What follows belongs to an exercise in optimizing a design on an open flow for small area and few clock cycles per item; a production flow would make more cautious choices.
Only simulation tests tie the RTL to the original design; equivalence was not proved.

File: design.v
package pdd_pkg;
    localparam int CFG_W      = 6;
    localparam int PITCH_W    = 11;
    localparam int DEV_W      = 12;
    localparam int MAG_W      = 11;
    localparam int DWELL_W    = 16;
    localparam int CNT_W      = 6;
    localparam int WORD_W     = 32;
    localparam int DUR_W      = 23;
    localparam int ADDR_W     = 5;
    localparam int IDX_W      = 3;
    localparam int DIV_SPLIT  = 12;
    localparam int DIV_LO     = DUR_W - DIV_SPLIT;
    localparam logic [CFG_W-1:0]   CFG_MIN       = 6'd1;
    localparam logic [CFG_W-1:0]   CFG_MAX       = 6'd60;
    localparam logic [CFG_W-1:0]   THRESHOLD_RST = 6'd15;
    localparam logic [CFG_W-1:0]   SUSTAIN_RST   = 6'd5;
    localparam logic [CFG_W-1:0]   RECOVER_RST   = 6'd5;
    localparam logic [CNT_W-1:0]   CNT_MAX       = 6'd63;
    typedef enum logic [1:0] {
        POSTURE_UNKNOWN = 2'd0,
        POSTURE_UPRIGHT = 2'd1,
        POSTURE_SLOUCH  = 2'd2
    } posture_t;
    typedef enum logic [1:0] {
        OP_TICK        = 2'd0,
        OP_CALIBRATE   = 2'd1,
        OP_STATS_CLEAR = 2'd2,
        OP_UNUSED      = 2'd3
    } opcode_t;
    typedef enum logic [IDX_W-1:0] {
        REG_THRESHOLD    = 3'd0,
        REG_SUSTAIN      = 3'd1,
        REG_RECOVER      = 3'd2,
        REG_PRESET_BASE  = 3'd3,
        REG_PRESET_VALID = 3'd4
    } reg_idx_t;
    typedef struct packed {
        logic [CFG_W-1:0] threshold_deg;
        logic [CFG_W-1:0] slouch_delay;
        logic [CFG_W-1:0] recover_sec;
    } cfg_t;
    typedef struct packed {
        logic                      baseline_we;
        logic signed [PITCH_W-1:0] baseline;
        logic                      valid_we;
        logic                      valid;
    } preset_load_t;
    function automatic logic [CFG_W-1:0] clamp_cfg(input logic [CFG_W-1:0] v);
        logic [CFG_W-1:0] r;
        begin
            r = v;
            if (v < CFG_MIN)
            begin
                r = CFG_MIN;
            end
            else if (v > CFG_MAX)
            begin
                r = CFG_MAX;
            end
            clamp_cfg = r;
        end
    endfunction
    function automatic logic [7:0] div125_step(input logic [6:0] r, input logic b);
        logic [7:0] t;
        logic [7:0] d;
        begin
            t = {r, b};
            d = t - 8'd125;
            if (t >= 8'd125)
            begin
                div125_step = {1'b1, d[6:0]};
            end
            else
            begin
                div125_step = {1'b0, t[6:0]};
            end
        end
    endfunction
endpackage
module pdd_regs
(
    input  logic                              clk,
    input  logic                              rst_n,
    input  logic                              psel,
    input  logic                              penable,
    input  logic                              pwrite,
    input  logic [pdd_pkg::ADDR_W-1:0]        paddr,
    input  logic [pdd_pkg::WORD_W-1:0]        pwdata,
    output logic [pdd_pkg::WORD_W-1:0]        prdata,
    output logic                              pready,
    output pdd_pkg::cfg_t                     cfg,
    output pdd_pkg::preset_load_t             preset_load
);
    logic [pdd_pkg::CFG_W-1:0]          threshold_reg;
    logic [pdd_pkg::CFG_W-1:0]          sustain_reg;
    logic [pdd_pkg::CFG_W-1:0]          recover_reg;
    logic signed [pdd_pkg::PITCH_W-1:0] preset_base_reg;
    logic                               preset_valid_reg;
    logic                               wr_en;
    pdd_pkg::reg_idx_t                  idx;
    logic [pdd_pkg::CFG_W-1:0]          wr_clamped;
    assign pready     = 1'b1;
    assign wr_en      = psel && penable && pwrite;
    assign idx        = pdd_pkg::reg_idx_t'(paddr[pdd_pkg::ADDR_W-1:2]);
    assign wr_clamped = pdd_pkg::clamp_cfg(pwdata[pdd_pkg::CFG_W-1:0]);
    always_ff @(posedge clk or negedge rst_n)
    begin
        if (!rst_n)
        begin
            threshold_reg    <= pdd_pkg::THRESHOLD_RST;
            sustain_reg      <= pdd_pkg::SUSTAIN_RST;
            recover_reg      <= pdd_pkg::RECOVER_RST;
            preset_base_reg  <= '0;
            preset_valid_reg <= 1'b0;
        end
        else if (wr_en)
        begin
            case (idx)
                pdd_pkg::REG_THRESHOLD:    threshold_reg    <= wr_clamped;
                pdd_pkg::REG_SUSTAIN:      sustain_reg      <= wr_clamped;
                pdd_pkg::REG_RECOVER:      recover_reg      <= wr_clamped;
                pdd_pkg::REG_PRESET_BASE:  preset_base_reg  <= pwdata[pdd_pkg::PITCH_W-1:0];
                pdd_pkg::REG_PRESET_VALID: preset_valid_reg <= pwdata[0];
                default:                   ;
            endcase
        end
    end
    always_comb
    begin
        preset_load.baseline_we = wr_en && (idx == pdd_pkg::REG_PRESET_BASE);
        preset_load.baseline    = pwdata[pdd_pkg::PITCH_W-1:0];
        preset_load.valid_we    = wr_en && (idx == pdd_pkg::REG_PRESET_VALID);
        preset_load.valid       = pwdata[0];
    end
    assign cfg.threshold_deg = threshold_reg;
    assign cfg.slouch_delay  = sustain_reg;
    assign cfg.recover_sec   = recover_reg;
    always_comb
    begin
        case (idx)
            pdd_pkg::REG_THRESHOLD:    prdata = {26'd0, threshold_reg};
            pdd_pkg::REG_SUSTAIN:      prdata = {26'd0, sustain_reg};
            pdd_pkg::REG_RECOVER:      prdata = {26'd0, recover_reg};
            pdd_pkg::REG_PRESET_BASE:  prdata = {{21{preset_base_reg[10]}}, preset_base_reg};
            pdd_pkg::REG_PRESET_VALID: prdata = {31'd0, preset_valid_reg};
            default:                   prdata = '0;
        endcase
    end
endmodule
module pdd_tracker
(
    input  logic                               clk,
    input  logic                               rst_n,
    input  pdd_pkg::cfg_t                      cfg,
    input  pdd_pkg::preset_load_t              preset_load,
    input  logic                               in_valid,
    output logic                               in_ready,
    input  logic [1:0]                         opcode,
    input  logic signed [pdd_pkg::PITCH_W-1:0] pitch_x10,
    input  logic [pdd_pkg::WORD_W-1:0]         now_ms,
    output logic                               out_valid,
    input  logic                               out_ready,
    output logic [1:0]                         posture,
    output logic signed [pdd_pkg::DEV_W-1:0]   deviation_x10,
    output logic [pdd_pkg::WORD_W-1:0]         session_count,
    output logic [pdd_pkg::WORD_W-1:0]         slouch_time_sec,
    output logic [pdd_pkg::DUR_W-1:0]          longest_session_sec,
    output logic [pdd_pkg::WORD_W-1:0]         since_upright_sec,
    output logic                               event_valid,
    output logic [pdd_pkg::WORD_W-1:0]         event_start_ms,
    output logic [pdd_pkg::DUR_W-1:0]          event_duration_sec,
    output logic [pdd_pkg::MAG_W-1:0]          event_peak_dev_x10
);
    localparam int SPLIT = pdd_pkg::DIV_SPLIT;
    localparam int LO    = pdd_pkg::DIV_LO;
    logic                               out_valid_reg;
    logic [1:0]                         posture_reg;
    logic signed [pdd_pkg::PITCH_W-1:0] baseline_reg;
    logic                               calibrated_reg;
    logic [pdd_pkg::CNT_W-1:0]          dwell_reg;
    logic                               dwell_above_reg;
    logic [pdd_pkg::WORD_W-1:0]         start_reg;
    logic [pdd_pkg::MAG_W-1:0]          peak_reg;
    logic [pdd_pkg::WORD_W-1:0]         sessions_reg;
    logic [pdd_pkg::WORD_W-1:0]         slouch_reg;
    logic [pdd_pkg::DUR_W-1:0]          longest_reg;
    logic [pdd_pkg::WORD_W-1:0]         seconds_reg;
    logic [pdd_pkg::WORD_W-1:0]         since_reg;
    logic                               mark_zero_reg;
    logic                               mark_above_reg;
    logic                               ev_reg;
    logic signed [pdd_pkg::DEV_W-1:0]   dev_reg;
    logic [SPLIT-1:0]                   dq_hi_reg;
    logic [6:0]                         dq_rem_reg;
    logic [LO-1:0]                      dq_lo_reg;
    logic                               accept;
    logic                               is_tick, is_cal, is_clear;
    logic signed [pdd_pkg::DEV_W-1:0]   dev;
    logic [pdd_pkg::DEV_W-1:0]          dev_abs;
    logic [pdd_pkg::MAG_W-1:0]          mag;
    logic [9:0]                         thr_x10;
    logic                               over;
    logic                               in_slouch;
    logic [pdd_pkg::CNT_W-1:0]          dwell_inc;
    logic [pdd_pkg::CNT_W-1:0]          above_inc;
    logic [pdd_pkg::CNT_W-1:0]          below_inc;
    logic                               enter, leave, mark;
    logic [15:0]                        sustain_ms;
    logic [pdd_pkg::WORD_W-1:0]         diff;
    logic [SPLIT-1:0]                   q_hi;
    logic [6:0]                         rem_hi;
    logic [LO-1:0]                      q_lo;
    logic [pdd_pkg::DUR_W-1:0]          dur;
    logic [pdd_pkg::DUR_W-1:0]          longest_cur;
    logic [pdd_pkg::WORD_W:0]           seconds_inc;
    logic [pdd_pkg::WORD_W:0]           since_inc;
    assign in_ready = !out_valid_reg || out_ready;
    assign accept   = in_valid && in_ready;
    assign is_tick  = (opcode == pdd_pkg::OP_TICK);
    assign is_cal   = (opcode == pdd_pkg::OP_CALIBRATE);
    assign is_clear = (opcode == pdd_pkg::OP_STATS_CLEAR);
    assign dev       = {pitch_x10[10], pitch_x10} - {baseline_reg[10], baseline_reg};
    assign dev_abs   = dev[pdd_pkg::DEV_W-1] ? -dev : dev;
    assign mag       = dev_abs[pdd_pkg::MAG_W-1:0];
    assign thr_x10   = {cfg.threshold_deg, 3'd0} + {2'd0, cfg.threshold_deg, 1'b0};
    assign over      = mag > {1'b0, thr_x10};
    assign in_slouch = (posture_reg == pdd_pkg::POSTURE_SLOUCH);
    assign dwell_inc = (dwell_reg == pdd_pkg::CNT_MAX) ? dwell_reg : dwell_reg + 6'd1;
    assign above_inc = dwell_above_reg ? dwell_inc : 6'd1;
    assign below_inc = dwell_above_reg ? 6'd1 : dwell_inc;
    assign enter = is_tick && calibrated_reg && over && !in_slouch
                   && (above_inc >= cfg.slouch_delay);
    assign leave = is_tick && calibrated_reg && !over && in_slouch
                   && (below_inc >= cfg.recover_sec);
    assign mark  = is_tick && calibrated_reg && !over
                   && (!in_slouch || (below_inc >= cfg.recover_sec));
    assign sustain_ms  = {cfg.slouch_delay, 10'd0} - {5'd0, cfg.slouch_delay, 5'd0}
                         + {7'd0, cfg.slouch_delay, 3'd0};
    assign diff        = now_ms - start_reg;
    assign seconds_inc = {1'b0, seconds_reg} + 33'd1;
    assign since_inc   = {1'b0, since_reg} + 33'd1;
    always_comb
    begin
        logic [7:0] s;
        rem_hi = {1'b0, diff[31:26]};
        for (int i = SPLIT - 1; i >= 0; i--)
        begin
            s       = pdd_pkg::div125_step(rem_hi, diff[3 + LO + i]);
            q_hi[i] = s[7];
            rem_hi  = s[6:0];
        end
    end
    always_comb
    begin
        logic [7:0] s;
        logic [6:0] r;
        r = dq_rem_reg;
        for (int i = LO - 1; i >= 0; i--)
        begin
            s       = pdd_pkg::div125_step(r, dq_lo_reg[i]);
            q_lo[i] = s[7];
            r       = s[6:0];
        end
    end
    assign dur         = {dq_hi_reg, q_lo};
    assign longest_cur = (ev_reg && (dur > longest_reg)) ? dur : longest_reg;
    always_ff @(posedge clk or negedge rst_n)
    begin
        if (!rst_n)
        begin
            out_valid_reg <= 1'b0;
        end
        else if (in_ready)
        begin
            out_valid_reg <= in_valid;
        end
    end
    always_ff @(posedge clk or negedge rst_n)
    begin
        if (!rst_n)
        begin
            posture_reg     <= pdd_pkg::POSTURE_UNKNOWN;
            baseline_reg    <= '0;
            calibrated_reg  <= 1'b0;
            dwell_reg       <= '0;
            dwell_above_reg <= 1'b0;
            start_reg       <= '0;
            peak_reg        <= '0;
            sessions_reg    <= '0;
            slouch_reg      <= '0;
            longest_reg     <= '0;
            seconds_reg     <= '0;
            since_reg       <= '0;
            mark_zero_reg   <= 1'b1;
            mark_above_reg  <= 1'b0;
            ev_reg          <= 1'b0;
        end
        else if (accept)
        begin
            ev_reg      <= leave;
            longest_reg <= is_clear ? '0 : longest_cur;
            if (is_tick)
            begin
                seconds_reg <= seconds_inc[pdd_pkg::WORD_W-1:0];
                if (mark)
                begin
                    since_reg      <= '0;
                    mark_zero_reg  <= seconds_inc[pdd_pkg::WORD_W];
                    mark_above_reg <= 1'b0;
                end
                else
                begin
                    since_reg <= since_inc[pdd_pkg::WORD_W-1:0];
                    if (seconds_inc[pdd_pkg::WORD_W])
                    begin
                        mark_above_reg <= 1'b1;
                    end
                    else if (since_inc[pdd_pkg::WORD_W])
                    begin
                        mark_above_reg <= 1'b0;
                    end
                end
                if (!calibrated_reg)
                begin
                    posture_reg <= pdd_pkg::POSTURE_UNKNOWN;
                end
                else if (over)
                begin
                    dwell_reg       <= above_inc;
                    dwell_above_reg <= 1'b1;
                    if (in_slouch)
                    begin
                        if (mag > peak_reg)
                        begin
                            peak_reg <= mag;
                        end
                        slouch_reg <= slouch_reg + 32'd1;
                    end
                    else if (enter)
                    begin
                        posture_reg  <= pdd_pkg::POSTURE_SLOUCH;
                        start_reg    <= now_ms - {16'd0, sustain_ms};
                        peak_reg     <= mag;
                        sessions_reg <= sessions_reg + 32'd1;
                        slouch_reg   <= slouch_reg + {26'd0, cfg.slouch_delay};
                    end
                end
                else
                begin
                    dwell_reg       <= below_inc;
                    dwell_above_reg <= 1'b0;
                    if (in_slouch && !leave)
                    begin
                        slouch_reg <= slouch_reg + 32'd1;
                    end
                    else
                    begin
                        posture_reg <= pdd_pkg::POSTURE_UPRIGHT;
                    end
                end
            end
            else if (is_cal)
            begin
                baseline_reg   <= pitch_x10;
                calibrated_reg <= 1'b1;
                posture_reg    <= pdd_pkg::POSTURE_UPRIGHT;
                dwell_reg      <= '0;
            end
            else if (is_clear)
            begin
                sessions_reg <= '0;
                slouch_reg   <= '0;
                dwell_reg    <= '0;
                start_reg    <= '0;
                peak_reg     <= '0;
            end
        end
        else
        begin
            if (preset_load.baseline_we)
            begin
                baseline_reg <= preset_load.baseline;
            end
            if (preset_load.valid_we)
            begin
                calibrated_reg <= preset_load.valid;
            end
        end
    end
    always_ff @(posedge clk)
    begin
        if (accept)
        begin
            dev_reg <= is_cal ? '0 : dev;
            if (leave)
            begin
                dq_hi_reg  <= q_hi;
                dq_rem_reg <= rem_hi;
                dq_lo_reg  <= diff[3 +: LO];
            end
            else
            begin
                dq_hi_reg  <= '0;
                dq_rem_reg <= '0;
                dq_lo_reg  <= '0;
            end
        end
    end
    assign out_valid           = out_valid_reg;
    assign posture             = posture_reg;
    assign deviation_x10       = dev_reg;
    assign session_count       = sessions_reg;
    assign slouch_time_sec     = slouch_reg;
    assign longest_session_sec = longest_cur;
    assign since_upright_sec   = (mark_zero_reg || mark_above_reg) ? '0 : since_reg;
    assign event_valid         = ev_reg;
    assign event_start_ms      = ev_reg ? start_reg : '0;
    assign event_duration_sec  = dur;
    assign event_peak_dev_x10  = ev_reg ? peak_reg : '0;
endmodule
module posture_deviation_dwell_detector_unit
(
    input  logic                               clk,
    input  logic                               rst_n,
    input  logic                               psel,
    input  logic                               penable,
    input  logic                               pwrite,
    input  logic [pdd_pkg::ADDR_W-1:0]         paddr,
    input  logic [pdd_pkg::WORD_W-1:0]         pwdata,
    output logic [pdd_pkg::WORD_W-1:0]         prdata,
    output logic                               pready,
    input  logic                               in_valid,
    output logic                               in_ready,
    input  logic [1:0]                         opcode,
    input  logic signed [pdd_pkg::PITCH_W-1:0] pitch_x10,
    input  logic [pdd_pkg::WORD_W-1:0]         now_ms,
    output logic                               out_valid,
    input  logic                               out_ready,
    output logic [1:0]                         posture,
    output logic signed [pdd_pkg::DEV_W-1:0]   deviation_x10,
    output logic [pdd_pkg::WORD_W-1:0]         session_count,
    output logic [pdd_pkg::WORD_W-1:0]         slouch_time_sec,
    output logic [pdd_pkg::DUR_W-1:0]          longest_session_sec,
    output logic [pdd_pkg::WORD_W-1:0]         since_upright_sec,
    output logic                               event_valid,
    output logic [pdd_pkg::WORD_W-1:0]         event_start_ms,
    output logic [pdd_pkg::DUR_W-1:0]          event_duration_sec,
    output logic [pdd_pkg::MAG_W-1:0]          event_peak_dev_x10
);
    pdd_pkg::cfg_t         cfg;
    pdd_pkg::preset_load_t preset_load;
    pdd_regs u_regs
    (
        .clk         (clk),
        .rst_n       (rst_n),
        .psel        (psel),
        .penable     (penable),
        .pwrite      (pwrite),
        .paddr       (paddr),
        .pwdata      (pwdata),
        .prdata      (prdata),
        .pready      (pready),
        .cfg         (cfg),
        .preset_load (preset_load)
    );
    pdd_tracker u_tracker
    (
        .clk                 (clk),
        .rst_n               (rst_n),
        .cfg                 (cfg),
        .preset_load         (preset_load),
        .in_valid            (in_valid),
        .in_ready            (in_ready),
        .opcode              (opcode),
        .pitch_x10           (pitch_x10),
        .now_ms              (now_ms),
        .out_valid           (out_valid),
        .out_ready           (out_ready),
        .posture             (posture),
        .deviation_x10       (deviation_x10),
        .session_count       (session_count),
        .slouch_time_sec     (slouch_time_sec),
        .longest_session_sec (longest_session_sec),
        .since_upright_sec   (since_upright_sec),
        .event_valid         (event_valid),
        .event_start_ms      (event_start_ms),
        .event_duration_sec  (event_duration_sec),
        .event_peak_dev_x10  (event_peak_dev_x10)
    );
endmodule
File: run.sh
#!/bin/bash
# synth_recipe.tcl (not shown) runs the flow's synth.tcl, then flattens the netlist and writes it again
# the make line also repeats each setting of config.mk as NAME=value (left out here)
make -C /OpenROAD-flow-scripts/flow DESIGN_CONFIG=/design/flow/config.mk WORK_HOME=/design/flow/orfs CLKGATE_MAP_FILE= SYNTH_SCRIPT=/design/flow/synth_recipe.tcl finish
File: config.mk
export PLATFORM = sky130hd
export DESIGN_NAME = posture_deviation_dwell_detector_unit
export DESIGN_NICKNAME = posture_deviation_dwell_detector_unit
export VERILOG_FILES = /design/flow/design.v
export SDC_FILE = /design/flow/constraint.sdc
export NUM_CORES = 4
export LEC_CHECK = 0
export CAP_MARGIN = 20
export CORE_MARGIN = 2
export CORE_UTILIZATION = 40
export SLEW_MARGIN = 20
File: constraint.sdc
create_clock -name core_clock -period 14.0 [get_ports {clk}]
set_input_delay 2.8000 -clock core_clock [delete_from_list [all_inputs] [get_ports {clk}]]
set_output_delay 2.8000 -clock core_clock [all_outputs]
set_load 0.01 [all_outputs]
==> flow_metrics.env, run 1 <==
export IMPL_drc=0
export IMPL_path_common_cell="buf_4"
export IMPL_synth_warnings=2
export IMPL_critPathKind="reg2out"
export IMPL_slowest_delay_ps=510
export IMPL_cts_sinks=291
export IMPL_root_buffer="clkbuf_16"
export IMPL_maxSlewViolCount=0
export IMPL_via_count=27400
export IMPL_dieArea_sq_um=65600
export IMPL_synth_edf_count=42
export IMPL_critPathRequiredTime_ps=11200
export IMPL_r2r_slack_ps=-50
export IMPL_status="finished with violations"
export IMPL_die_x_um=256
export IMPL_max_cap_violations=0
export IMPL_yosysMostFrequentCell="nor2_1"
export IMPL_r2r_start="u_tracker.start_reg[20]$_DFFE_PN0P_"
export IMPL_synth_flop_cell="dfrtp_1"
export IMPL_ys_types=113
export IMPL_drtIter0Drc=1692
export IMPL_avgViaCountPerCell=5.52
export IMPL_min_period_ps=16150
export IMPL_r2r_end="u_tracker.dq_rem_reg[0]$_SDFFCE_PN0P_"
export IMPL_hold_viol_final=0
export IMPL_synthToLayoutAreaGrowth_pct=50.3
export IMPL_numCtsBuffers=37
export IMPL_synth_nets=3323
export IMPL_rr_worst_depth=82
export IMPL_yosysTopAreaCellShare=0.236
export IMPL_yosysTopAreaCell="dfrtp_1"
export IMPL_ys_seq_elements=291
export IMPL_portBuffers=299
export IMPL_synthTopCellsByArea="dfrtp_1 24%, ha_1 8.1%, edfxtp_1 5.0%"
export IMPL_ys_seq_area_frac=0.295
export IMPL_setup_viol=32
export IMPL_antenna_found_initial=9
export IMPL_cts_tree="done"
export IMPL_post_dp_hpwl_mm=68.0
export IMPL_synth_common_cells="284 x nor2_1, 272 x nand2_1, 240 x dfrtp_1"
export IMPL_finalNetCount=4329
export IMPL_insertion_delay_ps=570
export IMPL_syn_cell_area_sq_um=25400
export IMPL_slowest_stage="o41a_1"
export IMPL_core_sq_um=63000
export IMPL_setup_worst_path_start_class="flip-flop"
export IMPL_post_drt_wl_per_cell_um=18.5
export IMPL_relSlewSlack=0.184
export IMPL_setup_ws_ps=-2150
export IMPL_gp_congestion=0.956
export IMPL_track_usage=0.271
export IMPL_postSynthAreaPerCell_sq_um=8.29
export IMPL_clockBufferDepth=3
export IMPL_drtPass1Iterations=7
export IMPL_overflow=0
export IMPL_min_path_cells=1
export IMPL_post_route_period_util=1.15
export IMPL_fin_util=0.607
export IMPL_ctsHoldBuffers=0
export IMPL_initial_core_util=0.404
export IMPL_critPathMaxFanout=5
export IMPL_grt_setup_unrepaired="true"
export IMPL_ant_nets=0
export IMPL_hold_start="u_tracker.seconds_reg[6]$_DFFE_PN0P_"
export IMPL_synth_async_reset_ratio=0.856
export IMPL_grt_max_degree=147
export IMPL_grt_pass1_wl_mm=146
export IMPL_violations="negative setup slack"
export IMPL_drive_gt1_frac=0.315
export IMPL_tightest_slew_ps=1220
export IMPL_fp_row_count=92
export IMPL_hold_path_end="u_tracker.seconds_reg[6]$_DFFE_PN0P_"
export IMPL_hold_class="reg2reg"
export IMPL_syn_inst=3067
export IMPL_ios=324
export IMPL_drt_total_wl_mm=91.4
export IMPL_fmax_mhz=61.9
export IMPL_clk_pin_slew_ps=60
export IMPL_cts_max_level=2
export IMPL_cp_arrival_ps=13350
export IMPL_grt_pass1_vias=27600
export IMPL_fin_skew_ps=19.3
export IMPL_crit_path_end_kind="primary output"
export IMPL_die_height_um=256
placed cells by master (no fill, tap or decap), types with 48 or more instances in the layout:
cell,Yosys,routed
xnor2_1,119,100
nand3_1,99,91
nor2_1,284,262
dfrtp_1,240,239
nand4_1,58,58
nand2_1,272,254
clkdlybuf4s50_1,0,246
inv_1,185,165
and2_1,108,103
buf_4,22,756
nor3_1,71,60
a21oi_1,146,123
ha_1,164,109
o21ai_0,211,188
xor2_1,97,96
mux2i_1,63,50
nand2b_1,52,48
stage by stage:
step / setup TNS [ps] / setup slack (ps) / area [sq um] / cells / hold slack, ps
2_1_floorplan: -60040 / -3090 / 26200 / 3067 / 438
3_3_place_gp: -66200 / -2730 / 34500 / 4728 / 455
3_5_place_dp: -77650 / -3080 / 34500 / 4728 / 460
4_1_cts: -62710 / -2140 / 37500 / 4914 / 468
5_1_grt: -88710 / -2860 / 38200 / 4950 / 493
6_report: -64220 / -2150 / 38200 / 4951 / 468
final cells by class:
type	count	area, sq um
multi-input cells	2468	18700
inverters	191	738
flip-flops and latches	291	7500
clock buffers	48	998
clock inverters	20	226
repair buffers	1084	8950
well taps	846	1060
diodes	3	7.51
fillers	5421	24700
worst max-delay path by stage:
stage                                                      from                                    end  slack (ps)  cells past startpoint
final                     u_tracker.dq_lo_reg[10]$_SDFFCE_PN0P_                longest_session_sec[13]       -2150                     75
after CTS                 u_tracker.dq_lo_reg[10]$_SDFFCE_PN0P_                 longest_session_sec[6]       -2140                     72
after detailed placement                              now_ms[1]  u_tracker.dq_rem_reg[3]$_SDFFCE_PN0P_       -3080                     69
after global placement                                now_ms[1]  u_tracker.dq_rem_reg[3]$_SDFFCE_PN0P_       -2730                     72
after global routing      u_tracker.dq_rem_reg[0]$_SDFFCE_PN0P_                 longest_session_sec[6]       -2860                     77
after floorplan                                       now_ms[1]  u_tracker.dq_rem_reg[5]$_SDFFCE_PN0P_       -3090                     80
repair_timing:
action                                 4_1_cts  5_1_grt
setup endpoints to repair                   35       39
pin swaps                                  138      105
endpoints found under the hold margin        0        0
resized for setup                          341      109
setup buffers                              117       34
gates cloned                                 1        0
kinds of logic after synthesis:
group | after synthesis | share of synthesized area
simple gates | 1188 | 0.238
compound gates | 780 | 0.208
buf+inv | 308 | 0.0495
flops | 291 | 0.295
xor+xnor | 217 | 0.0750
fa+ha+maj | 167 | 0.0831
mux | 115 | 0.0507
other cells | 1 | 0.000147
routing by layer:
layer / vias to the layer above / global-route usage / share of wire
met5: - / 0 / 0.00080
met4: 12 / 0.0859 / 0.031
met3: 177 / 0.0411 / 0.050
met2: 708 / 0.455 / 0.47
met1: 13300 / 0.358 / 0.45
li1: 13100 / - / -
worst max-delay path, delay by kind of cell, from the launching register on:
kind,cells,cell delay [ps]
and+or+nand+nor,17,1800
xor gates and xnor gates,8,1540
buffers and inverters,19,2190
AOI/OAI and AO/OA,20,4240
DFF,1,470
adders and majority gates,10,2270
muxes,1,250
Testbench counts, summed over its fixed seeds: cycles 24,016, items 24,000.
==> run 2: changes to the inputs <==
--- a/design.v
+++ b/design.v
@@ -9,7 +9,7 @@
     localparam int DUR_W      = 23;
     localparam int ADDR_W     = 5;
     localparam int IDX_W      = 3;
-    localparam int DIV_SPLIT  = 12;
+    localparam int DIV_SPLIT  = 14;
     localparam int DIV_LO     = DUR_W - DIV_SPLIT;
     localparam logic [CFG_W-1:0]   CFG_MIN       = 6'd1;
     localparam logic [CFG_W-1:0]   CFG_MAX       = 6'd60;
@@ -77,6 +77,32 @@
             end
         end
     endfunction
+    function automatic logic [8:0] div125_step2(input logic [6:0] r, input logic [1:0] b);
+        logic [8:0] t;
+        logic [8:0] d1, d2, d3;
+        begin
+            t  = {r, b};
+            d1 = t - 9'd125;
+            d2 = t - 9'd250;
+            d3 = t - 9'd375;
+            if (t >= 9'd375)
+            begin
+                div125_step2 = {2'd3, d3[6:0]};
+            end
+            else if (t >= 9'd250)
+            begin
+                div125_step2 = {2'd2, d2[6:0]};
+            end
+            else if (t >= 9'd125)
+            begin
+                div125_step2 = {2'd1, d1[6:0]};
+            end
+            else
+            begin
+                div125_step2 = {2'd0, t[6:0]};
+            end
+        end
+    endfunction
 endpackage
 module pdd_regs
 (
@@ -194,6 +220,8 @@
     logic [SPLIT-1:0]                   dq_hi_reg;
     logic [6:0]                         dq_rem_reg;
     logic [LO-1:0]                      dq_lo_reg;
+    logic                               dq_gt_reg;
+    logic                               dq_eq_reg;
     logic                               accept;
     logic                               is_tick, is_cal, is_clear;
     logic signed [pdd_pkg::DEV_W-1:0]   dev;
@@ -211,6 +239,7 @@
     logic [SPLIT-1:0]                   q_hi;
     logic [6:0]                         rem_hi;
     logic [LO-1:0]                      q_lo;
+    logic                               lo_gt, hi_gt, hi_eq;
     logic [pdd_pkg::DUR_W-1:0]          dur;
     logic [pdd_pkg::DUR_W-1:0]          longest_cur;
     logic [pdd_pkg::WORD_W:0]           seconds_inc;
@@ -242,29 +271,37 @@
     assign since_inc   = {1'b0, since_reg} + 33'd1;
     always_comb
     begin
-        logic [7:0] s;
+        logic [8:0] s;
         rem_hi = {1'b0, diff[31:26]};
-        for (int i = SPLIT - 1; i >= 0; i--)
+        for (int i = SPLIT - 2; i >= 0; i -= 2)
         begin
-            s       = pdd_pkg::div125_step(rem_hi, diff[3 + LO + i]);
-            q_hi[i] = s[7];
-            rem_hi  = s[6:0];
+            s              = pdd_pkg::div125_step2(rem_hi, diff[3 + LO + i +: 2]);
+            q_hi[i +: 2]   = s[8:7];
+            rem_hi         = s[6:0];
         end
     end
     always_comb
     begin
         logic [7:0] s;
         logic [6:0] r;
-        r = dq_rem_reg;
+        logic       gt, eq;
+        r  = dq_rem_reg;
+        gt = 1'b0;
+        eq = 1'b1;
         for (int i = LO - 1; i >= 0; i--)
         begin
             s       = pdd_pkg::div125_step(r, dq_lo_reg[i]);
             q_lo[i] = s[7];
             r       = s[6:0];
+            gt      = gt || (eq && s[7] && !longest_reg[i]);
+            eq      = eq && (s[7] == longest_reg[i]);
         end
+        lo_gt = gt;
     end
     assign dur         = {dq_hi_reg, q_lo};
-    assign longest_cur = (ev_reg && (dur > longest_reg)) ? dur : longest_reg;
+    assign hi_gt       = q_hi > longest_reg[pdd_pkg::DUR_W-1:LO];
+    assign hi_eq       = q_hi == longest_reg[pdd_pkg::DUR_W-1:LO];
+    assign longest_cur = (ev_reg && (dq_gt_reg || (dq_eq_reg && lo_gt))) ? dur : longest_reg;
     always_ff @(posedge clk or negedge rst_n)
     begin
         if (!rst_n)
@@ -398,12 +435,16 @@
                 dq_hi_reg  <= q_hi;
                 dq_rem_reg <= rem_hi;
                 dq_lo_reg  <= diff[3 +: LO];
+                dq_gt_reg  <= hi_gt;
+                dq_eq_reg  <= hi_eq;
             end
             else
             begin
                 dq_hi_reg  <= '0;
                 dq_rem_reg <= '0;
                 dq_lo_reg  <= '0;
+                dq_gt_reg  <= 1'b0;
+                dq_eq_reg  <= 1'b0;
             end
         end
     end
==> run 2 against run 1 <==
Against the previous run:
- the run now finishes clean
- count of clock-buffer cells in the layout decreased by 1
- utilization decreased by 4.4 points
- non-clock buffer count decreased by 278
- register-to-register slack improved by 2400 ps
- synthesized cell count decreased by 0.85%
- critical path type is now in2reg
==> flow_metrics.env, run 2 <==
export IMPL_synthTopCellsByArea="dfrtp_1 24%, ha_1 8.8%, edfxtp_1 5.2%"
export IMPL_root_buffer="clkbuf_16"
export IMPL_n_fill_cell=5668
export IMPL_track_usage=0.246
export IMPL_grt_pass1_wl_mm=132
export IMPL_yosysMostFrequentCell="nor2_1"
export IMPL_syn_inst=3041
export IMPL_synth_adder_area_share=0.0917
export IMPL_slowest_stage="or4_4"
export IMPL_cts_max_level=2
export IMPL_ios=324
export IMPL_synth_xor_area_frac=0.0795
export IMPL_tightest_slew_ps=1160
export IMPL_fin_skew_ps=20.8
export IMPL_drtPass1Iterations=6
export IMPL_drt_total_wl_mm=84.3
export IMPL_cp_arrival_ps=13850
export IMPL_synthToLayoutAreaGrowth_pct=39.5
export IMPL_synth_nets=3312
export IMPL_synth_compound_area_share=0.214
export IMPL_die_x_um=256
export IMPL_grt_pass1_vias=25000
export IMPL_portBuffers=299
export IMPL_dpl_cell_area_sq_um=32400
export IMPL_finalNetCount=4022
export IMPL_antenna_found_initial=9
export IMPL_yosys_area_share_simple=0.227
export IMPL_synth_common_cells="265 x nor2_1, 261 x nand2_1, 240 x dfrtp_1"
export IMPL_avgViaCountPerCell=5.52
export IMPL_dieArea_sq_um=65600
export IMPL_fmax_mhz=73.8
export IMPL_cts_sinks=293
export IMPL_synth_edf_count=44
export IMPL_slowest_delay_ps=580
export IMPL_final_instance_count_excl_fill=4626
export IMPL_path_common_cell="ha_1"
export IMPL_synth_top_family_by_area="simple AND/OR/NAND/NOR gates"
export IMPL_drtIter0Drc=1479
export IMPL_final_common_cell="buf_4"
export IMPL_synth_async_reset_ratio=0.850
export IMPL_hold_viol_final=0
export IMPL_min_path_cells=1
export IMPL_post_drt_wl_per_cell_um=18.2
export IMPL_initial_core_util=0.404
export IMPL_clockBufferDepth=3
export IMPL_synth_warnings=2
export IMPL_fp_row_count=92
export IMPL_relSlewSlack=0.220
export IMPL_hold_class="reg2reg"
export IMPL_post_route_period_util=0.967
export IMPL_ys_seq_area_frac=0.298
export IMPL_postSynthAreaPerCell_sq_um=8.36
export IMPL_maxSlewViolCount=0
export IMPL_n_antenna_cell=0
export IMPL_overflow=0
export IMPL_ctsHoldBuffers=0
export IMPL_yosysTopAreaCellShare=0.236
export IMPL_grt_max_degree=71
export IMPL_syn_cell_area_sq_um=25400
export IMPL_critPathRequiredTime_ps=14310
export IMPL_yosysTopAreaCell="dfrtp_1"
export IMPL_gp_congestion=0.907
export IMPL_fin_area_sq_um=35400
export IMPL_crit_path_end_kind="flip-flop"
export IMPL_drc=0
export IMPL_clk_pin_slew_ps=60
export IMPL_dp_cells=4496
export IMPL_status="complete, no violations"
export IMPL_cts_tree="done"
export IMPL_final_cell_mix="493 x buf_4, 268 x clkdlybuf4s50_1, 253 x nor2_1"
export IMPL_setup_worst_path_start_class="primary input"
export IMPL_synth_flop_cell="dfrtp_1"
export IMPL_setup_viol=0
export IMPL_ant_nets=0
export IMPL_via_count=25500
export IMPL_critPathMaxFanout=14
export IMPL_numCtsBuffers=38
export IMPL_min_period_ps=13540
export IMPL_max_cap_violations=0
export IMPL_core_sq_um=63000
export IMPL_ys_types=126
export IMPL_insertion_delay_ps=580
export IMPL_ys_seq_elements=293
export IMPL_die_height_um=256
export IMPL_rr_worst_depth=54
export IMPL_post_dp_hpwl_mm=64.7
export IMPL_muxShareOfSynthArea=0.0374
export IMPL_drive_gt1_frac=0.245
export IMPL_critPathKind="in2reg"
[run 2: cell families after synthesis]
group           Yosys count
other cells               1
xor+xnor                226
buf+inv                 323
simple gates           1148
mux                      82
fa+ha+maj               185
compound gates          783
flops                   293
[run 2: what timing repair did]
action	in CTS	in global routing
cloned	0	0
gates resized for setup	85	211
pin swaps	29	101
buffers inserted	15	46
setup endpoints to repair	30	32
[run 2: metal layers]
layer  routed length (um)  vias to the layer above  global-route usage
li1                     -                    12300                   -
met1                36700                    12400               0.312
met2                41400                      612               0.428
met3                 3950                      142              0.0406
met4                 2130                       18              0.0728
met5                  121                        -                   0
[run 2: worst max-delay path, delay by kind of cell]
family / cells / cell delay, ps
AO/OA/AOI/OAI: 23 / 4950
AND/OR/NAND/NOR: 16 / 3740
buffers and inverters: 4 / 580
adder cells (fa/ha/maj): 5 / 1210
multiplexers: 1 / 130
XOR/XNOR: 2 / 380
[run 2: per-stage QoR]
stage | hold WS (ps) | setup TNS [ps] | utilization | setup slack [ps]
2_1_floorplan | 434 | 0 | - | 2.05
3_3_place_gp | 449 | -5360 | 0.514 | -1050
3_5_place_dp | 455 | -10760 | 0.514 | -1140
4_1_cts | 470 | 0 | 0.544 | 17.6
5_1_grt | 478 | -349 | 0.563 | -109
6_report | 470 | 0 | 0.563 | 455
[run 2: final timing paths]
check,from,endpoint,slack (ps)
setup / recovery,now_ms[8],u_tracker.dq_gt_reg$_SDFFCE_PN0P_,460
hold / removal,u_tracker.seconds_reg[9]$_DFFE_PN0P_,u_tracker.seconds_reg[9]$_DFFE_PN0P_,470
setup reg to reg,u_tracker.start_reg[14]$_DFFE_PN0P_,u_tracker.dq_gt_reg$_SDFFCE_PN0P_,2360
hold reg to reg,u_tracker.seconds_reg[9]$_DFFE_PN0P_,u_tracker.seconds_reg[9]$_DFFE_PN0P_,470
max in group asynchronous,rst_n,u_tracker.sessions_reg[10]$_DFFE_PN0P_,10390
min in group asynchronous,rst_n,u_tracker.since_reg[19]$_DFFE_PN0P_,2230
[run 2: final cells by class]
type                       count  area, sq um  share of cell area
multi-input combinational   2425        18000               0.508
sequential                   293         7560               0.213
timing repair buffer         806         6860               0.194
tap                          846         1060              0.0299
clock buffer                  47         1010              0.0286
inverter                     187          711              0.0201
clock inverter                22          228             0.00643
Testbench counts of run 2, summed over its fixed seeds: cycles 24,016, items 24,000.
==> run 3: changes to the inputs <==
--- a/config.mk
+++ b/config.mk
@@ -8,4 +8,5 @@
 export CAP_MARGIN = 20
 export CORE_MARGIN = 2
 export CORE_UTILIZATION = 40
+export GPL_TIMING_DRIVEN = 0
 export SLEW_MARGIN = 20
==> run 3 against run 2 <==
Against the previous run:
- now fails the layout checks on negative setup slack
- design area fell by 1.7%
- worst setup slack got worse by 460 ps
- synthesized area did not move
- clock skew fell by 1.7 ps
- via count fell by 1.3%
- critical endpoint unchanged
- largest cell class unchanged
==> flow_metrics.env, run 3 <==
export IMPL_synthToLayoutAreaGrowth_pct=37.1
export IMPL_post_dp_hpwl_mm=64.3
export IMPL_finalHoldWorstSlack_ps=470
export IMPL_met1Wirelength_mm=37.2
export IMPL_synth_async_reset_ratio=0.850
export IMPL_synth_edf_count=44
export IMPL_track_usage=0.253
export IMPL_ys_seq_elements=293
export IMPL_synth_warnings=2
export IMPL_critPathRequiredTime_ps=14290
export IMPL_numCtsBuffers=39
export IMPL_critPathMaxFanout=10
export IMPL_rr_worst_depth=58
export IMPL_insertion_delay_ps=570
export IMPL_cts_max_level=2
export IMPL_cts_tree="done"
export IMPL_initial_core_util=0.404
export IMPL_violations="negative setup slack"
export IMPL_ant_nets=0
export IMPL_drtPass1Iterations=5
export IMPL_grt_max_degree=94
export IMPL_status="finished with violations"
export IMPL_cp_arrival_ps=14290
export IMPL_dieArea_sq_um=65600
export IMPL_slowest_delay_ps=520
export IMPL_fp_row_count=92
export IMPL_yosysMostFrequentCell="nor2_1"
export IMPL_synth_common_cells="265 x nor2_1, 261 x nand2_1, 240 x dfrtp_1"
export IMPL_grt_pass1_wl_mm=135
export IMPL_ys_seq_area_frac=0.298
export IMPL_syn_cell_area_sq_um=25400
export IMPL_drtIter0Drc=1718
export IMPL_fin_util=0.553
export IMPL_final_common_cell="clkdlybuf4s50_1"
export IMPL_ios=324
export IMPL_fmax_mhz=71.4
export IMPL_clockBufferDepth=3
export IMPL_cts_sinks=293
export IMPL_clk_pin_slew_ps=50
export IMPL_min_period_ps=14000
export IMPL_synth_flop_cell="dfrtp_1"
export IMPL_wl_met3_mm=4.85
export IMPL_n_fill_cell=5728
export IMPL_slowest_stage="or4_4"
export IMPL_avgViaCountPerCell=5.65
export IMPL_r2r_start="u_tracker.start_reg[11]$_DFFE_PN0P_"
export IMPL_die_x_um=256
export IMPL_setup_worst_path_start_class="primary input"
export IMPL_hold_viol_final=0
export IMPL_relSlewSlack=0.251
export IMPL_place_ws_ps=-3130
export IMPL_max_cap_violations=0
export IMPL_tightest_slew_ps=1120
export IMPL_gp_congestion=0.918
export IMPL_via_count=25200
export IMPL_root_buffer="clkbuf_16"
export IMPL_maxSlewViolCount=0
export IMPL_min_path_cells=1
export IMPL_ys_types=126
export IMPL_path_common_cell="ha_4"
export IMPL_drive_gt1_frac=0.213
export IMPL_hold_start="u_tracker.seconds_reg[9]$_DFFE_PN0P_"
export IMPL_hold_class="reg2reg"
export IMPL_core_sq_um=63000
export IMPL_critPathKind="in2reg"
export IMPL_finalNetCount=3854
export IMPL_yosysTopAreaCellShare=0.236
export IMPL_setup_viol=1
export IMPL_postSynthAreaPerCell_sq_um=8.36
export IMPL_path_delay_family="compound AO/OA/AOI/OAI gates"
export IMPL_final_cell_mix="261 x clkdlybuf4s50_1, 255 x nor2_1, 246 x nand2_1"
export IMPL_hold_path_end="u_tracker.seconds_reg[9]$_DFFE_PN0P_"
export IMPL_fin_skew_ps=19.0
export IMPL_portBuffers=298
export IMPL_synth_nets=3312
export IMPL_drt_total_wl_mm=87.5
export IMPL_post_drt_wl_per_cell_um=19.6
export IMPL_syn_inst=3041
export IMPL_critPathBufInv=4
export IMPL_overflow=0
export IMPL_drc=0
export IMPL_synthTopCellsByArea="dfrtp_1 24%, ha_1 8.8%, edfxtp_1 5.2%"
export IMPL_grt_setup_unrepaired="true"
export IMPL_die_height_um=256
export IMPL_r2r_end="u_tracker.dq_gt_reg$_SDFFCE_PN0P_"
export IMPL_ctsHoldBuffers=0
export IMPL_yosysTopAreaCell="dfrtp_1"
export IMPL_crit_path_end_kind="flip-flop"
export IMPL_grt_pass1_vias=24500
export IMPL_r2r_slack_ps=1880
export IMPL_post_route_period_util=1.00
export IMPL_setup_ws_ps=-0.830
export IMPL_dr_max_layer_used="met5"
export IMPL_antenna_found_initial=10
export IMPL_met2_wirelength_mm=42.5
==> run 3: cell counts after synthesis <==
Identical to the previous run, type by type.
==> run 3: layout make-up <==
cell class,count,area (sq um),area share
clock buffers,54,1110,0.0320
diodes,1,2.50,0.0000718
well taps,846,1060,0.0304
inverters,187,714,0.0205
clock inverters,15,203,0.00582
repair buffers,514,4700,0.135
flip-flops and latches,293,7560,0.217
multi-input cells,2426,18800,0.538
plain buffers,122,734,0.0211
==> run 3: logic make-up (layout without fill, tap and decap cells) <==
logic type,count (synthesis),in the layout,share of synthesized area
adder cells (fa/ha/maj),185,185,0.0917
multiplexers,82,82,0.0374
other,1,2,0.000148
flip-flops,293,293,0.298
AND/OR/NAND/NOR,1148,1148,0.227
XOR/XNOR,226,227,0.0795
AO/OA/AOI/OAI,783,783,0.214
buffers and inverters,323,892,0.0529
==> run 3: timing repair <==
action	CTS	global route
resized for setup	296	267
gates cloned	0	2
pin swaps	127	140
setup buffers	134	79
endpoints found under the setup margin	36	34
==> run 3: per-layer routing <==
| metal | GRT usage | vias to the layer above |
|---|---|---|
| met5 | 0 | - |
| met4 | 0.0830 | 18 |
| met3 | 0.0451 | 175 |
| met2 | 0.436 | 708 |
| met1 | 0.321 | 12300 |
| li1 | - | 12000 |
==> run 3: metrics by stage <==
stage | area (sq um) | cells | TNS (ps)
2_1_floorplan | 25600 | 3041 | 0
4_1_cts | 33300 | 4384 | -28.6
3_5_place_dp | 29700 | 4189 | -61090
5_1_grt | 34800 | 4458 | -2830
3_3_place_gp | 29600 | 4185 | -325070
6_report | 34800 | 4458 | -0.830
==> run 3: worst max-delay path by stage <==
stage | startpoint | to | slack, ps | cells after the start
2_1_floorplan | now_ms[15] | u_tracker.dq_gt_reg$_SDFFCE_PN0P_ | 2 | 61
5_1_grt | now_ms[6] | u_tracker.dq_gt_reg$_SDFFCE_PN0P_ | -410 | 60
3_5_place_dp | now_ms[24] | u_tracker.dq_gt_reg$_SDFFCE_PN0P_ | -3130 | 54
3_3_place_gp | now_ms[24] | u_tracker.dq_gt_reg$_SDFFCE_PN0P_ | -3110 | 54
6_report | now_ms[6] | u_tracker.dq_gt_reg$_SDFFCE_PN0P_ | -0.8 | 56
4_1_cts | now_ms[1] | u_tracker.dq_gt_reg$_SDFFCE_PN0P_ | -30 | 57
==> run 3: worst reg2reg max path, delay by kind of cell (launching register included) <==
family	cells	cell delay, ps
AND/OR/NAND/NOR	15	3030
adder cells (fa/ha/maj)	6	1140
AO/OA/AOI/OAI	27	5880
buffers and inverters	7	880
multiplexers	1	120
flip-flops	1	390
XOR/XNOR	2	420
==> run 4: changes to the inputs <==
--- a/config.mk
+++ b/config.mk
@@ -7,6 +7,6 @@
 export LEC_CHECK = 0
 export CAP_MARGIN = 20
 export CORE_MARGIN = 2
-export CORE_UTILIZATION = 40
+export CORE_UTILIZATION = 60
 export GPL_TIMING_DRIVEN = 0
 export SLEW_MARGIN = 20
==> run 4 against run 3 <==
Against the previous run:
- cell count fell by 8.2%
- non-clock buffer count fell by 56
- critical endpoint unchanged
- still fails the layout checks on negative setup slack
- via count rose by 3.6%
- maximum frequency fell by 1.7%
- critical path depth fell by 6
- largest cell class unchanged
==> flow_metrics.env, run 4 <==
export IMPL_final_cell_mix="268 x clkdlybuf4s50_1, 255 x nor2_1, 249 x nand2_1"
export IMPL_ys_types=126
export IMPL_die_x_um=210
export IMPL_fmax_mhz=70.2
export IMPL_postSynthAreaPerCell_sq_um=8.36
export IMPL_place_ws_ps=-2770
export IMPL_final_common_cell="clkdlybuf4s50_1"
export IMPL_syn_inst=3041
export IMPL_r2r_slack_ps=1710
export IMPL_core_sq_um=41900
export IMPL_post_drt_wl_per_cell_um=20.9
export IMPL_drtPass1Iterations=7
export IMPL_violations="negative setup slack"
export IMPL_numCtsBuffers=34
export IMPL_finalNetCount=3792
export IMPL_wl_met3_mm=7.26
export IMPL_post_dp_hpwl_mm=59.3
export IMPL_met1Wirelength_mm=33.6
export IMPL_drc=0
export IMPL_grt_pass1_vias=25100
export IMPL_ys_seq_elements=293
export IMPL_initial_core_util=0.607
export IMPL_tns_ps=-241
export IMPL_drive_gt1_frac=0.188
export IMPL_hold_viol_final=0
export IMPL_critPathKind="in2reg"
export IMPL_synthToLayoutAreaGrowth_pct=31.9
export IMPL_relSlewSlack=0.203
export IMPL_root_buffer="clkbuf_16"
export IMPL_drt_total_wl_mm=85.3
export IMPL_cts_max_level=2
export IMPL_clk_pin_slew_ps=70
export IMPL_grt_pass1_wl_mm=132
export IMPL_ios=324
export IMPL_n_fill_cell=2754
export IMPL_max_cap_violations=0
export IMPL_dp_cells=3881
export IMPL_critPathRequiredTime_ps=14300
export IMPL_critPathMaxFanout=5
export IMPL_ant_nets=0
export IMPL_fp_row_count=75
export IMPL_synth_edf_count=44
export IMPL_clockBufferDepth=3
export IMPL_track_usage=0.372
export IMPL_fin_skew_ps=25.5
export IMPL_setup_worst_path_start_class="primary input"
export IMPL_hold_class="reg2reg"
export IMPL_drtIter0Drc=2711
export IMPL_status="finished with violations"
export IMPL_synth_warnings=2
export IMPL_finalHoldWorstSlack_ps=467
export IMPL_dr_max_layer_used="met5"
export IMPL_post_route_period_util=1.02
export IMPL_setup_ws_ps=-241
export IMPL_cts_tree="done"
export IMPL_synth_async_reset_ratio=0.850
export IMPL_insertion_delay_ps=570
export IMPL_synth_flop_cell="dfrtp_1"
export IMPL_crit_path_end_kind="flip-flop"
export IMPL_yosysTopAreaCellShare=0.236
export IMPL_via_count=26100
export IMPL_synth_common_cells="265 x nor2_1, 261 x nand2_1, 240 x dfrtp_1"
export IMPL_multiInputGateArea_sq_um=18500
export IMPL_synth_nets=3312
export IMPL_syn_cell_area_sq_um=25400
export IMPL_dieArea_sq_um=44000
export IMPL_grt_max_degree=98
export IMPL_layout_area_seq_sq_um=7560
export IMPL_grt_setup_unrepaired="true"
export IMPL_fin_area_sq_um=33500
export IMPL_maxSlewViolCount=0
export IMPL_cp_arrival_ps=14540
export IMPL_synthTopCellsByArea="dfrtp_1 24%, ha_1 8.8%, edfxtp_1 5.2%"
export IMPL_avgViaCountPerCell=6.38
export IMPL_portBuffers=298
export IMPL_yosysMostFrequentCell="nor2_1"
export IMPL_dpl_cell_area_sq_um=29300
export IMPL_setup_viol=1
export IMPL_tightest_slew_ps=1190
export IMPL_gp_congestion=0.962
export IMPL_slowest_delay_ps=560
export IMPL_cts_sinks=293
export IMPL_ys_seq_area_frac=0.298
export IMPL_yosysTopAreaCell="dfrtp_1"
export IMPL_final_instance_count_excl_fill=4091
export IMPL_min_period_ps=14240
export IMPL_slowest_stage="or4_4"
export IMPL_ctsHoldBuffers=0
export IMPL_overflow=0
export IMPL_met2_wirelength_mm=40.3
export IMPL_antenna_found_initial=11
export IMPL_die_height_um=210
export IMPL_path_common_cell="a32o_2"
[run 4: timing repair]
item / in CTS / in global routing
resized for setup: 272 / 175
buffers inserted: 103 / 51
setup endpoints to repair: 36 / 33
pin swaps: 115 / 87
[run 4: logic make-up (layout without fill, tap and decap cells)]
| kind of cell | Yosys count | after routing | share of synthesized area |
|---|---|---|---|
| AND/OR/NAND/NOR | 1148 | 1148 | 0.227 |
| AO/OA/AOI/OAI | 783 | 783 | 0.214 |
| buffers and inverters | 323 | 827 | 0.0529 |
| flip-flops | 293 | 293 | 0.298 |
| XOR/XNOR | 226 | 226 | 0.0795 |
| adder cells (fa/ha/maj) | 185 | 185 | 0.0917 |
| multiplexers | 82 | 82 | 0.0374 |
| other | 1 | 8 | 0.000148 |
[run 4: cell type report]
cell class | count | area share
clock inverter | 9 | 0.00351
antenna | 7 | 0.000523
buffer | 125 | 0.0218
clock buffer | 51 | 0.0312
multi-input combinational | 2425 | 0.551
timing repair buffer | 455 | 0.125
sequential | 293 | 0.226
tap | 539 | 0.0201
inverter | 187 | 0.0212
[run 4: final timing paths]
path                                                       from                                    to  cells past startpoint
setup / recovery                                      now_ms[5]     u_tracker.dq_gt_reg$_SDFFCE_PN0P_                     50
max in group asynchronous                                 rst_n   u_tracker.since_reg[27]$_DFFE_PN0P_                      3
min in group asynchronous                                 rst_n   u_tracker.slouch_reg[8]$_DFFE_PN0P_                      1
setup reg to reg            u_tracker.start_reg[15]$_DFFE_PN0P_     u_tracker.dq_gt_reg$_SDFFCE_PN0P_                     50
hold reg to reg            u_tracker.seconds_reg[5]$_DFFE_PN0P_  u_tracker.seconds_reg[5]$_DFFE_PN0P_                      1
hold / removal             u_tracker.seconds_reg[5]$_DFFE_PN0P_  u_tracker.seconds_reg[5]$_DFFE_PN0P_                      1
[run 4: critical path, delay by kind of cell]
kind / cells / cell delay [ps]
compound gates: 29 / 7240
simple gates: 11 / 2390
fa+ha+maj: 4 / 950
buf+inv: 4 / 710
xor+xnor: 2 / 440
[run 4: through the flow]
step / utilization
after floorplan: -
after global placement: 0.699
after detailed placement: 0.701
after CTS: 0.775
after global routing: 0.801
final: 0.801
[run 4: per-layer routing]
metal	vias up	track usage
li1	11900	-
met1	12600	0.471
met2	1308	0.621
met3	289	0.0771
met4	8	0.156
met5	-	0
==> run 5: changes to the inputs <==
--- a/design.v
+++ b/design.v
@@ -9,7 +9,7 @@
     localparam int DUR_W      = 23;
     localparam int ADDR_W     = 5;
     localparam int IDX_W      = 3;
-    localparam int DIV_SPLIT  = 14;
+    localparam int DIV_SPLIT  = 16;
     localparam int DIV_LO     = DUR_W - DIV_SPLIT;
     localparam logic [CFG_W-1:0]   CFG_MIN       = 6'd1;
     localparam logic [CFG_W-1:0]   CFG_MAX       = 6'd60;
--- a/config.mk
+++ b/config.mk
@@ -7,6 +7,5 @@
 export LEC_CHECK = 0
 export CAP_MARGIN = 20
 export CORE_MARGIN = 2
-export CORE_UTILIZATION = 60
-export GPL_TIMING_DRIVEN = 0
+export CORE_UTILIZATION = 40
 export SLEW_MARGIN = 20
==> run 5 against run 4 <==
Against the previous run:
- the layout still fails its checks (negative setup slack)
- count of clock-buffer cells in the layout is 1 lower
- register-to-register slack worse by 1500 ps
- worst hold slack worse by 3.9 ps
- synthesized cell count is 1.2% higher
- maximum frequency is 9.3% lower
==> flow_metrics.env, run 5 <==
export IMPL_hold_viol_final=0
export IMPL_post_drt_wl_per_cell_um=18.8
export IMPL_status="finished with violations"
export IMPL_drtPass1Iterations=5
export IMPL_grt_pass1_vias=26200
export IMPL_ios=324
export IMPL_synthTopCellsByArea="dfrtp_1 23%, ha_1 8.9%, edfxtp_1 5.1%"
export IMPL_clk_pin_slew_ps=60
export IMPL_gp_congestion=0.948
export IMPL_syn_inst=3078
export IMPL_synth_nets=3354
export IMPL_dieArea_sq_um=66700
export IMPL_root_buffer="clkbuf_16"
export IMPL_ys_types=146
export IMPL_synth_warnings=2
export IMPL_finalNetCount=4170
export IMPL_setup_viol=11
export IMPL_core_sq_um=64200
export IMPL_yosysMostFrequentCell="nor2_1"
export IMPL_n_fill_cell=5860
export IMPL_crit_path_end_kind="flip-flop"
export IMPL_track_usage=0.261
export IMPL_min_period_ps=15690
export IMPL_violations="negative setup slack"
export IMPL_maxSlewViolCount=0
export IMPL_syn_cell_area_sq_um=25900
export IMPL_synth_common_cells="284 x nor2_1, 265 x nand2_1, 240 x dfrtp_1"
export IMPL_clockBufferDepth=3
export IMPL_relSlewSlack=0.347
export IMPL_fmax_mhz=63.7
export IMPL_die_height_um=258
export IMPL_fp_row_count=93
export IMPL_critPathBufInv=13
export IMPL_postSynthAreaPerCell_sq_um=8.41
export IMPL_place_ws_ps=-3170
export IMPL_tightest_slew_ps=979
export IMPL_ys_seq_elements=293
export IMPL_cts_max_level=2
export IMPL_via_count=26200
export IMPL_cts_sinks=293
export IMPL_critPathMaxFanout=6
export IMPL_drive_gt1_frac=0.261
export IMPL_grt_max_degree=73
export IMPL_antenna_found_initial=9
export IMPL_post_dp_hpwl_mm=69.2
export IMPL_synth_edf_count=44
export IMPL_initial_core_util=0.403
export IMPL_drc=0
export IMPL_synth_flop_cell="dfrtp_1"
export IMPL_tns_ps=-11630
export IMPL_insertion_delay_ps=570
export IMPL_cts_tree="done"
export IMPL_overflow=0
export IMPL_avgViaCountPerCell=5.48
export IMPL_numCtsBuffers=37
export IMPL_drtIter0Drc=1557
export IMPL_slowest_stage="a2111oi_4"
export IMPL_yosysTopAreaCell="dfrtp_1"
export IMPL_hold_class="reg2reg"
export IMPL_post_route_period_util=1.12
export IMPL_cp_arrival_ps=15980
export IMPL_ant_nets=0
export IMPL_grt_pass1_wl_mm=142
export IMPL_critPathKind="in2reg"
export IMPL_die_x_um=258
export IMPL_synthToLayoutAreaGrowth_pct=40.8
export IMPL_ys_seq_area_frac=0.292
export IMPL_fin_skew_ps=33.1
export IMPL_path_delay_family="compound AO/OA/AOI/OAI gates"
export IMPL_critPathRequiredTime_ps=14290
export IMPL_yosysTopAreaCellShare=0.232
export IMPL_final_common_cell="buf_4"
export IMPL_grt_setup_unrepaired="true"
export IMPL_synth_async_reset_ratio=0.850
export IMPL_portBuffers=299
export IMPL_drt_total_wl_mm=90.0
export IMPL_max_cap_violations=0
export IMPL_setup_worst_path_start_class="primary input"
export IMPL_setup_ws_ps=-1690
export IMPL_path_common_cell="buf_4"
export IMPL_final_cell_mix="595 x buf_4, 274 x nor2_1, 271 x clkdlybuf4s50_1"
export IMPL_slowest_delay_ps=480
-- run 5: final timing paths --
kind | slack, ps | cells after the start | start | end
setup / recovery | -1690 | 76 | now_ms[2] | u_tracker.dq_gt_reg$_SDFFCE_PN0P_
hold / removal | 460 | 1 | u_tracker.seconds_reg[28]$_DFFE_PN0P_ | u_tracker.seconds_reg[28]$_DFFE_PN0P_
setup reg to reg | 170 | 76 | u_tracker.start_reg[17]$_DFFE_PN0P_ | u_tracker.dq_gt_reg$_SDFFCE_PN0P_
hold reg to reg | 460 | 1 | u_tracker.seconds_reg[28]$_DFFE_PN0P_ | u_tracker.seconds_reg[28]$_DFFE_PN0P_
max in group asynchronous | 9730 | 3 | rst_n | u_tracker.slouch_reg[29]$_DFFE_PN0P_
min in group asynchronous | 2210 | 1 | rst_n | u_tracker.since_reg[24]$_DFFE_PN0P_
-- run 5: metal layers --
layer | vias up | part of all wire | global-route usage | wire length (um)
met4 | 10 | 0.022 | 0.0645 | 1980
met1 | 12700 | 0.45 | 0.351 | 40500
met5 | - | 0.00077 | 0 | 69
li1 | 12700 | - | - | -
met2 | 668 | 0.46 | 0.432 | 41800
met3 | 129 | 0.062 | 0.0485 | 5580
-- run 5: area by class of cell --
type	instances	area [sq um]	share of cell area
Antenna cell	4	10.0	0.000275
Clock inverter	18	235	0.00646
Clock buffer	50	1000	0.0276
Timing Repair Buffer	910	7570	0.208
Inverter	199	761	0.0209
Multi-Input combinational cell	2453	18200	0.500
Tap cell	855	1070	0.0294
Sequential cell	293	7560	0.208
-- run 5: per-stage QoR --
step	util	instances	hold WS, ps	cell area [sq um]
after floorplan	-	3078	434	26200
after global placement	0.520	4627	449	33400
after detailed placement	0.520	4627	454	33400
after CTS	0.560	4750	466	35900
after global routing	0.567	4782	493	36400
final	0.567	4782	463	36400
-- run 5: cell families after synthesis --
kind of cell               Yosys count  synth area share
DFF                                293             0.292
muxes                              100            0.0434
other                                1          0.000145
buffers and inverters              332            0.0589
and+or+nand+nor                   1168             0.229
AOI/OAI and AO/OA                  770             0.205
adders and majority gates          193            0.0936
xor gates and xnor gates           221            0.0776
-- run 5: timing repair --
item | in CTS | in global routing
hold buffers | 0 | 0
cloned | 0 | 0
gates resized for setup | 248 | 71
setup endpoints to repair | 13 | 34
buffers inserted | 56 | 32
pin swaps | 129 | 66
Testbench counts of run 5, summed over its fixed seeds: cycles 24,016, items 24,000.

==> separate check: timing with driven ports <==
How much do the figures lean on ideal ports? The routed layouts below were timed once more, with nothing changed but the port constraints.
Step 1 assumes that a clkbuf_16 drives the clock port and a buf_2 every other input.
Step 2 also shifts input and output timing later by t, the mid clock arrival at the registers, as if the neighbouring blocks saw the same clock.
a / b / c = ideal / step 1 / step 2; a / b = the first two.
| run | shift t [ns] | setup WS [ns] | worst setup path after step 2 | latest minus earliest clock arrival (ns) |
|---|---|---|---|---|
| run 1 | 0.621 | -2.151 / -2.213 / -2.573 | input to register | 0.021 / 0.021 |
| run 2 | 0.633 | 0.455 / 0.418 / -0.151 | input to register | 0.024 / 0.024 |
| run 3 | 0.627 | -0.001 / 0.035 / -0.592 | input to register | 0.019 / 0.019 |
| run 4 | 0.617 | -0.241 / -0.222 / -0.839 | input to register | 0.026 / 0.025 |
| run 5 | 0.619 | -1.694 / -1.691 / -2.310 | input to register | 0.034 / 0.034 |
Met with ideal ports but missed after step 2: setup timing in run 2. The setup slack of run 5, which loses most, moves by +0.003 ns with the drivers and by -0.616 ns with both steps.
